Source: an optimization exercise on an open RTL-to-GDS flow (aim: small area, a short achievable clock period and few clock cycles per item). Production flows keep margins and buffers that such runs may drop. In this exercise RTL edits were held to simulation tests only and were not proved equivalent to the original.

===== flow/config.mk =====
export PLATFORM = sky130hd
export DESIGN_NAME = neuron_fetch_top
export DESIGN_NICKNAME = neuron_fetch_top
export VERILOG_FILES = /design/flow/design.v
export SDC_FILE = /design/flow/constraint.sdc
export NUM_CORES = 4
export LEC_CHECK = 0
export CAP_MARGIN = 20
export CORE_MARGIN = 2
export CORE_UTILIZATION = 40
export SLEW_MARGIN = 20

===== flow/constraint.sdc =====
create_clock -name core_clock -period 6.5 [get_ports {clk}]
set_input_delay 1.3000 -clock core_clock [delete_from_list [all_inputs] [get_ports {clk}]]
set_output_delay 1.3000 -clock core_clock [all_outputs]
set_load 0.01 [all_outputs]

===== flow/design.v =====
`default_nettype none
package nn_cfg_pkg;
    localparam int CFG_WORD_W = 256;
    localparam int CFG_ADDR_W = 17;
    localparam int LCOUNT_W    = 11;
    localparam int NINPUTS_W   = 10;
    localparam int SHIFT_W     = 5;
    localparam int CHUNK_LANES = 8;
    localparam int CHUNK_IDX_W = 10;
    localparam int CHUNK_WGT_W = 16;
    typedef logic [CFG_ADDR_W-1:0] cfg_addr_t;
    typedef struct packed {
        logic [LCOUNT_W-1:0] count;
        cfg_addr_t           location;
        logic [3:0]          reserved;
    } layer_hdr_t;
    typedef struct packed {
        logic [NINPUTS_W-1:0] ninputs;
        cfg_addr_t            lbase;
        cfg_addr_t            oloc;
        cfg_addr_t            nimap;
        cfg_addr_t            wimap;
        cfg_addr_t            neuron_table;
        logic [SHIFT_W-1:0]   neuron_shift;
        logic [SHIFT_W-1:0]   post_shift;
        logic [22:0]          unused;
    } neuron_tbl_t;
    typedef struct packed {
        logic [31:0]                                   unused_hi;
        logic [CHUNK_LANES-1:0][CHUNK_WGT_W-1:0]       weight;
        logic [15:0]                                   unused_mid;
        logic [CHUNK_LANES-1:0][CHUNK_IDX_W-1:0]       index;
    } chunk_word_t;
endpackage
`default_nettype wire
`default_nettype none
package nn_operand_pkg;
    localparam int LANES       = 8;   
    localparam int IN_W        = 24;
    localparam int W_W         = 16;  
    localparam int DATA_ADDR_W = 17;
    localparam int INDEX_W     = 10;  
    localparam int QUEUE_DEPTH = 4;
    localparam int QUEUE_PTR_W = $clog2(QUEUE_DEPTH);
    localparam int QUEUE_CNT_W = $clog2(QUEUE_DEPTH + 1);
    typedef logic [DATA_ADDR_W-1:0]            data_addr_t;
    typedef logic [LANES-1:0][DATA_ADDR_W-1:0] lane_addr_t;
    typedef logic [LANES-1:0][IN_W-1:0]        lane_in_t;
    typedef logic [LANES-1:0][W_W-1:0]         lane_wgt_t;
    typedef struct packed {
        lane_addr_t                              addr;
        lane_wgt_t                               weight;
        logic [9:0]                      ninputs_left;
        logic [16:0]                             neuron_table;
        logic [4:0]                      neuron_shift;
        logic [4:0]                      post_shift;
        data_addr_t                              oloc;
        logic [10:0]                     neuron_number;
    } chunk_t;
    typedef struct packed {
        lane_in_t                                inputs;
        lane_wgt_t                               weights;
        logic [16:0]                             neuron_table;
        logic [4:0]                      neuron_shift;
        logic [4:0]                      post_shift;
        data_addr_t                              oloc;
        logic [9:0]                      ninputs;
        logic [10:0]                     neuron_number;
    } operand_t;
endpackage
`default_nettype wire
`default_nettype none
module fetch_sequencer (
    input  logic                              clk,
    input  logic                              reset,
    input  logic                              i_start,
    input  nn_cfg_pkg::cfg_addr_t             i_table_base,
    input  logic [nn_cfg_pkg::CFG_WORD_W-1:0] i_cfg_data,
    input  logic                              i_nearly_full,
    input  logic                              i_layer_done,
    output nn_cfg_pkg::cfg_addr_t             o_cfg_addr,
    output logic                              o_chunk_valid,
    output nn_operand_pkg::chunk_t            o_chunk,
    output logic                              o_finish
);
    typedef enum logic [2:0] {
        S_IDLE,
        S_HDR,
        S_LAYER,
        S_NEURON,
        S_CHUNK,
        S_NEXT,
        S_LWAIT
    } state_t;
    state_t state;
    state_t state_n;
    nn_cfg_pkg::layer_hdr_t  hdr_word;
    nn_cfg_pkg::neuron_tbl_t tbl_word;
    nn_cfg_pkg::chunk_word_t chunk_word;
    nn_cfg_pkg::neuron_tbl_t tbl_q;
    nn_cfg_pkg::cfg_addr_t layer_ptr;
    nn_cfg_pkg::cfg_addr_t neuron_ptr;
    nn_cfg_pkg::cfg_addr_t chunk_ptr;
    logic [nn_cfg_pkg::LCOUNT_W-1:0]  layer_left;
    logic [nn_cfg_pkg::LCOUNT_W-1:0]  neuron_left;
    logic [nn_cfg_pkg::LCOUNT_W-1:0]  neuron_idx;
    logic [nn_cfg_pkg::LCOUNT_W-1:0]  cur_number;
    logic [nn_cfg_pkg::NINPUTS_W-1:0] rem;
    logic [nn_cfg_pkg::NINPUTS_W-1:0] issue_left;
    logic                 issue;
    logic                 chunk_valid_q;
    logic                 finish_q;
    assign hdr_word   = i_cfg_data[31:0];
    assign tbl_word   = i_cfg_data[127:0];
    assign chunk_word = i_cfg_data;
    assign issue = (state == S_CHUNK) && (rem != '0) && !i_nearly_full;
    always_comb
    begin
        state_n    = state;
        o_cfg_addr = chunk_ptr;
        case (state)
            S_IDLE:
            begin
                o_cfg_addr = i_table_base;
                if (i_start)
                    state_n = S_HDR;
            end
            S_HDR:
            begin
                o_cfg_addr = hdr_word.location;
                state_n    = (hdr_word.count != '0) ? S_LAYER : S_IDLE;
            end
            S_LAYER:
            begin
                o_cfg_addr = hdr_word.location;
                state_n    = (hdr_word.count != '0) ? S_NEURON : S_LWAIT;
            end
            S_NEURON:
                state_n = S_CHUNK;
            S_CHUNK:
            begin
                if ((rem == '0) || (issue && (rem <= 10'd8)))
                    state_n = S_NEXT;
            end
            S_NEXT:
            begin
                o_cfg_addr = neuron_ptr;
                state_n    = (neuron_left != '0) ? S_NEURON : S_LWAIT;
            end
            S_LWAIT:
            begin
                o_cfg_addr = layer_ptr;
                if (i_layer_done)
                    state_n = (layer_left != '0) ? S_LAYER : S_IDLE;
            end
            default:
                state_n = S_IDLE;
        endcase
    end
    always_ff @(posedge clk or posedge reset)
    begin
        if (reset)
        begin
            state         <= S_IDLE;
            chunk_valid_q <= 1'b0;
            finish_q      <= 1'b0;
            layer_ptr     <= '0;
            neuron_ptr    <= '0;
            chunk_ptr     <= '0;
            layer_left    <= '0;
            neuron_left   <= '0;
            neuron_idx    <= '0;
            rem           <= '0;
        end
        else
        begin
            state         <= state_n;
            chunk_valid_q <= issue;
            case (state)
                S_IDLE:
                begin
                    if (i_start)
                        finish_q <= 1'b0;
                end
                S_HDR:
                begin
                    layer_ptr  <= hdr_word.location + 1'b1;
                    layer_left <= hdr_word.count - 1'b1;
                    if (hdr_word.count == '0)
                        finish_q <= 1'b1;
                end
                S_LAYER:
                begin
                    neuron_ptr  <= hdr_word.location + 1'b1;
                    neuron_left <= hdr_word.count - 1'b1;
                    neuron_idx  <= '0;
                end
                S_NEURON:
                begin
                    chunk_ptr  <= tbl_word.wimap;
                    rem        <= tbl_word.ninputs;
                    neuron_idx <= neuron_idx + 1'b1;
                end
                S_CHUNK:
                begin
                    if (issue)
                    begin
                        chunk_ptr <= chunk_ptr + 1'b1;
                        rem <= (rem > 10'd8) ? rem - 10'd8 : '0;
                    end
                end
                S_NEXT:
                begin
                    if (neuron_left != '0)
                    begin
                        neuron_ptr  <= neuron_ptr + 1'b1;
                        neuron_left <= neuron_left - 1'b1;
                    end
                end
                S_LWAIT:
                begin
                    if (i_layer_done)
                    begin
                        if (layer_left != '0)
                        begin
                            layer_ptr  <= layer_ptr + 1'b1;
                            layer_left <= layer_left - 1'b1;
                        end
                        else
                            finish_q <= 1'b1;
                    end
                end
                default:
                    finish_q <= finish_q;
            endcase
        end
    end
    always_ff @(posedge clk or posedge reset)
    begin
        if (reset)
            tbl_q <= '0;
        else if (state == S_NEURON)
            tbl_q <= tbl_word;
    end
    always_ff @(posedge clk)
    begin
        if (state == S_NEURON)
            cur_number <= neuron_idx;
        if (issue)
            issue_left <= rem;
    end
    logic [nn_operand_pkg::LANES*nn_operand_pkg::DATA_ADDR_W-1:0] lane_addr;
    always_comb
    begin
        for (int l = 0; l < nn_operand_pkg::LANES; l++)
            lane_addr[l*17 +: 17] = tbl_q.lbase + {7'b0, i_cfg_data[l*10 +: 10]};
    end
    always_comb
    begin
        o_chunk.addr          = lane_addr;
        o_chunk.weight        = chunk_word.weight;
        o_chunk.ninputs_left  = issue_left;
        o_chunk.neuron_table  = tbl_q.neuron_table;
        o_chunk.neuron_shift  = tbl_q.neuron_shift;
        o_chunk.post_shift    = tbl_q.post_shift;
        o_chunk.oloc          = tbl_q.oloc;
        o_chunk.neuron_number = cur_number;
    end
    assign o_chunk_valid = chunk_valid_q;
    assign o_finish      = finish_q;
endmodule
`default_nettype wire
`default_nettype none
module operand_gather (
    input  logic                       clk,
    input  logic                       reset,
    input  logic                       i_chunk_valid,
    input  nn_operand_pkg::chunk_t     i_chunk,
    input  nn_operand_pkg::lane_in_t   i_data,
    output nn_operand_pkg::lane_addr_t o_data_addr,
    output logic                       o_wr,
    output nn_operand_pkg::operand_t   o_wr_data
);
    nn_operand_pkg::chunk_t chunk_q;
    logic   valid_q;
    assign o_data_addr = i_chunk.addr;
    assign o_wr        = valid_q;
    always_ff @(posedge clk or posedge reset)
    begin
        if (reset)
            valid_q <= 1'b0;
        else
            valid_q <= i_chunk_valid;
    end
    always_ff @(posedge clk)
    begin
        if (i_chunk_valid)
            chunk_q <= i_chunk;
    end
    logic [nn_operand_pkg::LANES*nn_operand_pkg::IN_W-1:0] lane_in;
    logic [nn_operand_pkg::LANES*nn_operand_pkg::W_W-1:0]  lane_wgt;
    logic [nn_operand_pkg::LANES*nn_operand_pkg::IN_W-1:0] data_flat;
    logic [nn_operand_pkg::LANES*nn_operand_pkg::W_W-1:0]  wgt_flat;
    assign data_flat = i_data;
    assign wgt_flat  = chunk_q.weight;
    always_comb
    begin
        for (int l = 0; l < nn_operand_pkg::LANES; l++)
        begin
            if (l < chunk_q.ninputs_left)
            begin
                lane_in[l*24 +: 24]  = data_flat[l*24 +: 24];
                lane_wgt[l*16 +: 16] = wgt_flat[l*16 +: 16];
            end
            else
            begin
                lane_in[l*24 +: 24]  = '0;
                lane_wgt[l*16 +: 16] = '0;
            end
        end
    end
    always_comb
    begin
        o_wr_data.inputs        = lane_in;
        o_wr_data.weights       = lane_wgt;
        o_wr_data.neuron_table  = chunk_q.neuron_table;
        o_wr_data.neuron_shift  = chunk_q.neuron_shift;
        o_wr_data.post_shift    = chunk_q.post_shift;
        o_wr_data.oloc          = chunk_q.oloc;
        o_wr_data.ninputs       = chunk_q.ninputs_left;
        o_wr_data.neuron_number = chunk_q.neuron_number;
    end
endmodule
`default_nettype wire
`default_nettype none
module operand_queue (
    input  logic                     clk,
    input  logic                     reset,
    input  logic                     i_wr,
    input  nn_operand_pkg::operand_t i_wr_data,
    input  logic                     i_stopin,
    output logic                     o_nearly_full,
    output logic                     o_push,
    output nn_operand_pkg::operand_t o_operand
);
    logic [384:0]                           mem [0:nn_operand_pkg::QUEUE_DEPTH-1];
    logic [nn_operand_pkg::QUEUE_PTR_W-1:0] wr_ptr;
    logic [nn_operand_pkg::QUEUE_PTR_W-1:0] rd_ptr;
    logic [nn_operand_pkg::QUEUE_CNT_W-1:0] count;
    logic                   empty;
    logic                   pop;
    logic                   store;
    logic [384:0]                           head;
    assign empty = (count == '0);
    assign head  = empty ? i_wr_data : mem[rd_ptr];
    assign pop   = (!empty || i_wr) && !i_stopin;
    assign store = i_wr && !(empty && pop);
    assign o_nearly_full = (count > 3'd1);
    always_ff @(posedge clk or posedge reset)
    begin
        if (reset)
        begin
            wr_ptr <= '0;
            rd_ptr <= '0;
            count  <= '0;
            o_push <= 1'b0;
        end
        else
        begin
            o_push <= pop;
            count  <= count + {2'b0, i_wr} - {2'b0, pop};
            if (store)
                wr_ptr <= wr_ptr + 1'b1;
            if (pop && !empty)
                rd_ptr <= rd_ptr + 1'b1;
        end
    end
    always_ff @(posedge clk)
    begin
        if (store)
            mem[wr_ptr] <= i_wr_data;
        if (pop)
            o_operand <= head;
    end
endmodule
`default_nettype wire
`default_nettype none
module neuron_fetch_top (
    input  logic                              clk,
    input  logic                              reset,
    input  logic                              i_start,
    input  nn_cfg_pkg::cfg_addr_t             i_table_base,
    output nn_cfg_pkg::cfg_addr_t             o_cfg_addr,
    input  logic [nn_cfg_pkg::CFG_WORD_W-1:0] i_cfg_data,
    output nn_operand_pkg::lane_addr_t        o_data_addr,
    input  nn_operand_pkg::lane_in_t          i_data,
    input  logic                              i_stopin,
    input  logic                              i_layer_done,
    output logic                              o_push,
    output nn_operand_pkg::operand_t          o_operand,
    output logic                              o_finish
);
    logic     chunk_valid;
    nn_operand_pkg::chunk_t   chunk;
    logic     wr;
    nn_operand_pkg::operand_t wr_data;
    logic     nearly_full;
    fetch_sequencer u_sequencer (
        .clk           (clk),
        .reset         (reset),
        .i_start       (i_start),
        .i_table_base  (i_table_base),
        .i_cfg_data    (i_cfg_data),
        .i_nearly_full (nearly_full),
        .i_layer_done  (i_layer_done),
        .o_cfg_addr    (o_cfg_addr),
        .o_chunk_valid (chunk_valid),
        .o_chunk       (chunk),
        .o_finish      (o_finish)
    );
    operand_gather u_gather (
        .clk           (clk),
        .reset         (reset),
        .i_chunk_valid (chunk_valid),
        .i_chunk       (chunk),
        .i_data        (i_data),
        .o_data_addr   (o_data_addr),
        .o_wr          (wr),
        .o_wr_data     (wr_data)
    );
    operand_queue u_queue (
        .clk           (clk),
        .reset         (reset),
        .i_wr          (wr),
        .i_wr_data     (wr_data),
        .i_stopin      (i_stopin),
        .o_nearly_full (nearly_full),
        .o_push        (o_push),
        .o_operand     (o_operand)
    );
endmodule
`default_nettype wire

===== flow/run.sh =====
#!/bin/bash
# synth_recipe.tcl (not shown) runs the flow's synth.tcl, then flattens the netlist and writes it again
# the make line also repeats each setting of config.mk as NAME=value (left out here)
make -C /OpenROAD-flow-scripts/flow DESIGN_CONFIG=/design/flow/config.mk WORK_HOME=/design/flow/orfs CLKGATE_MAP_FILE= SYNTH_SCRIPT=/design/flow/synth_recipe.tcl finish

==> run notes <==
[worst min-delay path by stage]
stage                                              from                        endpoint  cells past startpoint
global placement    u_sequencer.cur_number[5]$_DFFE_PP_   u_gather.chunk_q[5]$_DFFE_PP_                      0
detailed placement  u_sequencer.issue_left[8]$_DFFE_PP_  u_gather.chunk_q[63]$_DFFE_PP_                      0
global route          u_sequencer.tbl_q[92]$_DFFE_PP0P_  u_gather.chunk_q[19]$_DFFE_PP_                      0
finish              u_sequencer.cur_number[2]$_DFFE_PP_   u_gather.chunk_q[2]$_DFFE_PP_                      0
CTS                   u_sequencer.tbl_q[92]$_DFFE_PP0P_  u_gather.chunk_q[19]$_DFFE_PP_                      0
floorplan           u_sequencer.cur_number[0]$_DFFE_PP_   u_gather.chunk_q[0]$_DFFE_PP_                      0
[layout make-up]
| type | instances | area [um2] |
|---|---|---|
| clock buffer | 305 | 6321 |
| timing repair buffer | 1072 | 10860 |
| clock inverter | 131 | 1466 |
| multi-input combinational | 2701 | 25240 |
| fill | 19810 | 121500 |
| sequential | 2308 | 68470 |
| tap | 3167 | 3963 |
| inverter | 47 | 185.2 |
| antenna | 27 | 67.56 |
[cell families after synthesis]
family / after synthesis / share of synthesized area (%)
DFF: 2308 / 71.37
and+or+nand+nor: 1093 / 5.872
muxes: 777 / 13.63
AOI/OAI and AO/OA: 600 / 4.145
buffers and inverters: 450 / 2.383
xor gates and xnor gates: 125 / 1.141
adders and majority gates: 106 / 1.453
[sequential cells by signal, summed over array words and instances, names as in the netlist, 3 cells and up]
| signal | cells |
|---|---|
| u_queue.count | 3 |
| u_sequencer.state | 3 |
| u_sequencer.layer_left | 11 |
| u_sequencer.rem | 10 |
| u_queue.mem | 1540 |
| u_sequencer.chunk_ptr | 17 |
| u_sequencer.cur_number | 11 |
| u_gather.chunk_q | 193 |
| u_sequencer.neuron_ptr | 17 |
| u_sequencer.neuron_idx | 11 |
| u_queue.o_operand | 385 |
| u_sequencer.neuron_left | 11 |
| u_sequencer.layer_ptr | 17 |
| u_sequencer.issue_left | 10 |
| u_sequencer.tbl_q | 61 |
[synthesized netlist by cell type, drive strengths merged (49+ instances only)]
cell type	number
xor2	64
clkbuf	173
nor3	49
dfrtp	169
mux2	386
and2	350
xnor2	61
buf	230
ha	97
nand2	309
nand3	63
edfxtp	2139
o21ai	157
mux4	385
nor2	167
a21oi	128
[report_power, final]
group,switching [mW],internal [mW],total [mW]
clock network,5.82,7.62,13.4
logic,9.09,8.84,17.9
registers,1.47,18.9,20.4
total,16.4,35.3,51.7
[layer usage]
metal	up-vias	global-route usage, %	share of wire, %	wire [um]
met2	1896	33.40	47	125900
li1	23220	-	-	-
met4	68	9.189	4.4	11610
met5	-	0	0.17	452
met1	27410	27.57	40	107000
met3	529	5.938	7.8	20640
[metrics by stage]
step	hold WS, ns	worst slack, ns
final	0.4154	0.4985
after global routing	0.4178	0.3521
after CTS	0.4073	0.5320
after detailed placement	0.4090	0.5409
after global placement	0.4064	0.5672
after floorplan	0.4003	-2.100
==> impl_metrics.tcl <==
set metrics [dict create \
    rsz0062_at_grt "false" \
    relSlewSlack_pct 21.98 \
    crit_slowest_cell "clkdlybuf4s50_1" \
    yosysSeqAreaShare_pct 71.37 \
    ir_worst_vdd_uv 407.9 \
    start_util_pct 40.29 \
    power_density_nw_per_um2 443.6 \
    drive_gt1_share_pct 19.26 \
    fin_crit_sh_pct 92.33 \
    yosysUniqueCellTypes 82 \
    antenna_found_initial 79 \
    yosysTopAreaCellShare_pct 66.96 \
    crit_path_max_incr_delay_ns 0.68 \
    grt_pass1_wl_mm 376.7 \
    die_height_um 493.7 \
    tritoncts "done" \
    netlist_instances 5459 \
    synth_edf_count 2139 \
    final_common_cell "edfxtp_1" \
    slew_viol_final 0 \
    maxCapViolCount 0 \
    viasPerCell 5.444 \
    coreArea_um2 238100 \
    post-cts-setup-buffer-count 0 \
    grt_max_degree 126 \
    hold_viol_final 0 \
    final_nets 6939 \
    cts.sinks 2308 \
    routed_wl_mm 265.6 \
    synthesis.area_um2 95920 \
    die_w_um 493.7 \
    drt_iter0_drc 4693 \
    crit_arrival_ns 4.70 \
    die_area_um2 243700 \
    yosys_register_bits 2308 \
    total_power_mw 51.71 \
    syn_nets 6035 \
    endpoint_kind "primary output" \
    crit_end "o_data_addr[33]" \
    worstMarginPinSlew_ns 1.170 \
    r2r_slack_ns 2.77 \
    insertion_delay_ns 0.88 \
    r2r_cells 7 \
    fmax_mhz 166.6 \
    fin_skew_ns 0.09044 \
    reg2reg_from "u_sequencer.state[2]$_DFFE_PP0P_" \
    start_kind "primary input" \
    worst-path-stages 9 \
    drc 0 \
    avgSynthCellArea_um2 17.57 \
    clockRootBuffer "clkbuf_16" \
    ctsHoldBuffers 0 \
    startpoint "i_cfg_data[14]" \
    row_count 179 \
    globalplace.congestion 0.8847 \
    setup_viol 0 \
    hpwl_mm 170.2 \
    outcome "finished clean" \
    cts_buffer_depth 3 \
    cts_buffers 233 \
    dp_cells 9294 \
    final_area_um2 116600 \
    synthFlopType "edfxtp_1" \
    worstPathRequired_ns 5.20 \
    finalSetupTns_ns 0 \
    ys_warn_count 3 \
    path_class "in -> out" \
    grt_pass1_vias 53410 \
    wl_per_cell_um 27.22 \
    crit_buf_inv 3 \
    clk_pin_slew_ns 0.06 \
    grt_remaining_overflow 0 \
    cp_max_fo 9 \
    hold_path_class "reg -> reg" \
    grt_use_total_pct 21.22 \
    synth_largest_area_cell "edfxtp_1" \
    synth_async_sr_flop_share_pct 7.322 \
    crit_chain "clkdlybuf4s50_1, ha_1, o21ai_0, o21ai_0, a41oi_1, buf_4, nor2_1, xor2_1, clkdlybuf4s50_1" \
    io_pins 1010 \
    post-route-min-period_ns 6.001 \
    placed_area_um2 108700 \
    critPathTopFamily "buffers and inverters" \
    cts_resized 0 \
    vias 53120 \
    p_leak_nw 38.80 \
    firstDrtPassIters 6 \
    stdcell_count 9758 \
    antenna_left 0 \
    htreeDepth 4 \
    area_growth_pct 21.53 \
    final_cell_mix "edfxtp_1, clkdlybuf4s50_1, mux2_2" \
    r2r-end "u_sequencer.neuron_ptr[12]$_DFFE_PP0P_" \
    yosys-top-cells-area "edfxtp_1, mux4_2, mux2_2" \
    portBuffers 973 \
    final_core_util_pct 48.97 \
]
Testbench counts, summed over its fixed seeds: cycles 4,713, items 2,745.

-- what the ideal ports hide --
Ports are ideal in the flow. The routed layout listed here was re-timed in OpenROAD. Step 1: set_driving_cell puts a clkbuf_16 on clk and a buf_2 on each other input, an assumption about the parent block. Step 2 times the ports against the registers' clock, not the clock port: input delays grow and output delays shrink by t, the midpoint of the rising clock arrivals with the driver on. Slacks: no drivers / after step 1 / after step 2; pairs: no drivers / after step 1.
t, ns: 0.936
setup slack, ns: 0.499 / 0.454 / 0.454
worst setup path after step 2: input to output
After both steps this run still meets setup and hold. For this run, drivers alone change the setup slack by -0.045 ns; drivers and shift together by -0.045 ns.
